What follows belongs to an exercise in optimizing a design on an open flow for small area, a short achievable clock period and few clock cycles per item; a production flow would make more cautious choices. Only simulation tests tie the RTL to the original design; equivalence was not proved. Power figures rest on the tool's default switching activity, not on a simulated workload.

Setup of rev 12:
// complex_mult_pipe
module complex_mult_pipe
#(
  parameter int WL    = 16,
  parameter int ROUND = fft_pkg::ROUND_HALFUP,
  parameter int SAT   = fft_pkg::SAT_CLAMP
) (
  input  logic                 clk,
  input  logic                 rst,
  input  logic                 in_valid,
  output logic                 in_ready,
  input  logic signed [WL-1:0] a_r,
  input  logic signed [WL-1:0] a_i,
  input  logic signed [WL-1:0] b_r,
  input  logic signed [WL-1:0] b_i,
  input  logic                 conj_b,
  output logic                 out_valid,
  input  logic                 out_ready,
  output logic signed [WL-1:0] out_r,
  output logic signed [WL-1:0] out_i,
  output logic                 out_ovf
);
  logic       v1, vm, vt, rdy, nrdy, ins;
  logic [3:0] qv, qv_n;
  logic       v1_n, vm_n, vt_n;
  assign in_ready  = rdy;
  assign out_valid = qv[0];
  assign ins       = vt;
  assign v1_n = ~nrdy ? in_valid : v1;
  assign vm_n = ~nrdy & v1;
  assign vt_n = vm;
  logic [3:0] qv_keep, qv_take;
  logic       rdy_keep, rdy_take;
  always_comb begin
    qv_keep = ins ? {qv[2:0], 1'b1} : qv;
    qv_take = qv[0] ? (ins ? qv : {1'b0, qv[3:1]}) : qv_keep;
  end
  assign rdy_keep = ~v1_n | (({2'b00, qv_keep[0]} + {2'b00, qv_keep[1]} + {2'b00, qv_keep[2]}
                              + {2'b00, qv_keep[3]} + {2'b00, vm_n} + {2'b00, vt_n}) <= 3'd3);
  assign rdy_take = ~v1_n | (({2'b00, qv_take[0]} + {2'b00, qv_take[1]} + {2'b00, qv_take[2]}
                              + {2'b00, qv_take[3]} + {2'b00, vm_n} + {2'b00, vt_n}) <= 3'd3);
  assign qv_n = out_ready ? qv_take : qv_keep;
  always_ff @(posedge clk) begin
    if (rst) begin
      v1  <= 1'b0;
      vm  <= 1'b0;
      vt  <= 1'b0;
      qv  <= 4'd0;
      rdy  <= 1'b1;
      nrdy <= 1'b0;
  ...
Size in the first run: roughly 100 I/O pins, ~0.037 mm^2 of cells after synthesis.
Settings: LEC_CHECK=0, CAP_MARGIN=5, CORE_MARGIN=2, CORE_UTILIZATION=55, PLACE_DENSITY=0.75, SETUP_SLACK_MARGIN=4.8, SLEW_MARGIN=5, SYNTH_HIERARCHICAL=1, SYNTH_MINIMUM_KEEP_SIZE=0; clock period 8.0 ns.
run.sh (not shown) runs the stock make flow with config.mk's settings and CLKGATE_MAP_FILE= SYNTH_SCRIPT=/design/flow/synth_recipe.tcl, a recipe that flattens the netlist after the stock synthesis.
Testbench counts of rev 12, summed over its fixed seeds: cycles 4,128, items 4,096.
Edits applied to the flow inputs when going from rev 12 to rev 13:
- a deleted PLACE_DENSITY that had been 0.75
### Flow results
Data-path buffer share of cell area in the final layout: rev 12 and rev 13 compared, lower one is rev 12
From rev 12 to rev 13, area of the die did not move at all.
Of rev 12 and rev 13, rev 13 shows the lower number of inserted diodes, with rev 12 above it.
Of the two values seen for highest layer used for signal routing, met5 was produced by rev 13 and met4 by rev 12.
Compared with rev 12, rev 13 ends up with a smaller final cell area.
On combinational cell fraction of total power: rev 13 sits above rev 12.
On final wirelength, rev 12 beats rev 13.

========
complex_mult_pipe, a different RTL version from the one above (not shown whole).
For scale: roughly 3100 cells after synthesis, about 100 I/O pins.
// complex_mult_pipe
module complex_mult_pipe
#(
  parameter int WL    = 16,
  parameter int ROUND = fft_pkg::ROUND_HALFUP,
  parameter int SAT   = fft_pkg::SAT_CLAMP
) (
  input  logic                 clk,
  input  logic                 rst,
  input  logic                 in_valid,
  output logic                 in_ready,
  input  logic signed [WL-1:0] a_r,
  input  logic signed [WL-1:0] a_i,
  input  logic signed [WL-1:0] b_r,
  input  logic signed [WL-1:0] b_i,
  input  logic                 conj_b,
  output logic                 out_valid,
  input  logic                 out_ready,
  output logic signed [WL-1:0] out_r,
  output logic signed [WL-1:0] out_i,
  output logic                 out_ovf
);
clock: 8.0 ns
lec_check: 0
cap_margin: 5
core_margin: 2
core_utilization: 55
setup_slack_margin: 4.8
slew_margin: 5
synth_hierarchical: 1
synth_minimum_keep_size: 0
Testbench counts at the start, summed over its fixed seeds: cycles 4,128, items 4,096.
Rerun with:
Settings changed: SETUP_SLACK_MARGIN 4.8 to 4.7.
After rerunning:
- register-to-register slack got worse by 0.08 ns
- via count barely changes
- worst setup slack is worse by 0.079 ns
- wire length shrinks by about 0.37%
- clock power is about the same
- cell count hardly moves
- core utilization decreases by 0.69 points
- die area stays the same
- sequential power hardly moves
Rerun with:
Settings changed: PLACE_DENSITY set to 0.75, SETUP_SLACK_MARGIN 4.7 to 4.8.
Total power goes down by 0.66%.
Sequential share of layout area goes down by 0.13 points.
Clock skew goes up by 0.050 ns.
Design area goes up by 0.47%.

## re-timing with driven ports
The flow's constraints put no driver on any port. The routed layouts listed below were extracted and timed again, unchanged, in two steps. Step 1: set_driving_cell puts a clkbuf_16 on clk and a buf_2 on each other input, an assumption about the parent block. Step 2 moves the port delays by t, midway between the first and last clock arrival at a register: inputs arrive t later, outputs are due t later. That takes back most of the time a late clock gives input paths. Slacks: no drivers / after step 1 / after step 2; pairs: no drivers / after step 1.
| run | shift t [ns] | slack for setup (ns) | worst setup path at the end | slew at the worst register clock pin (ns) |
|---|---|---|---|---|
| rev 12 | 0.675 | 4.771 / 4.771 / 4.311 | input to register | 0.07 / 0.07 |
| rev 13 | 0.667 | 4.805 / 4.805 / 4.259 | input to register | 0.07 / 0.07 |
| the first run of note 2 | 0.673 | 4.798 / 4.798 / 4.480 | input to register | 0.07 / 0.07 |
| the second run of note 2 | 0.667 | 4.719 / 4.719 / 4.215 | input to register | 0.07 / 0.07 |
| the third run of note 2 | 0.684 | 4.815 / 4.810 / 4.281 | input to register | 0.07 / 0.07 |
After both steps setup and hold are still met in every run listed. For rev 13, which loses most, drivers alone change the setup slack by 0.000 ns; drivers and shift together by -0.546 ns.
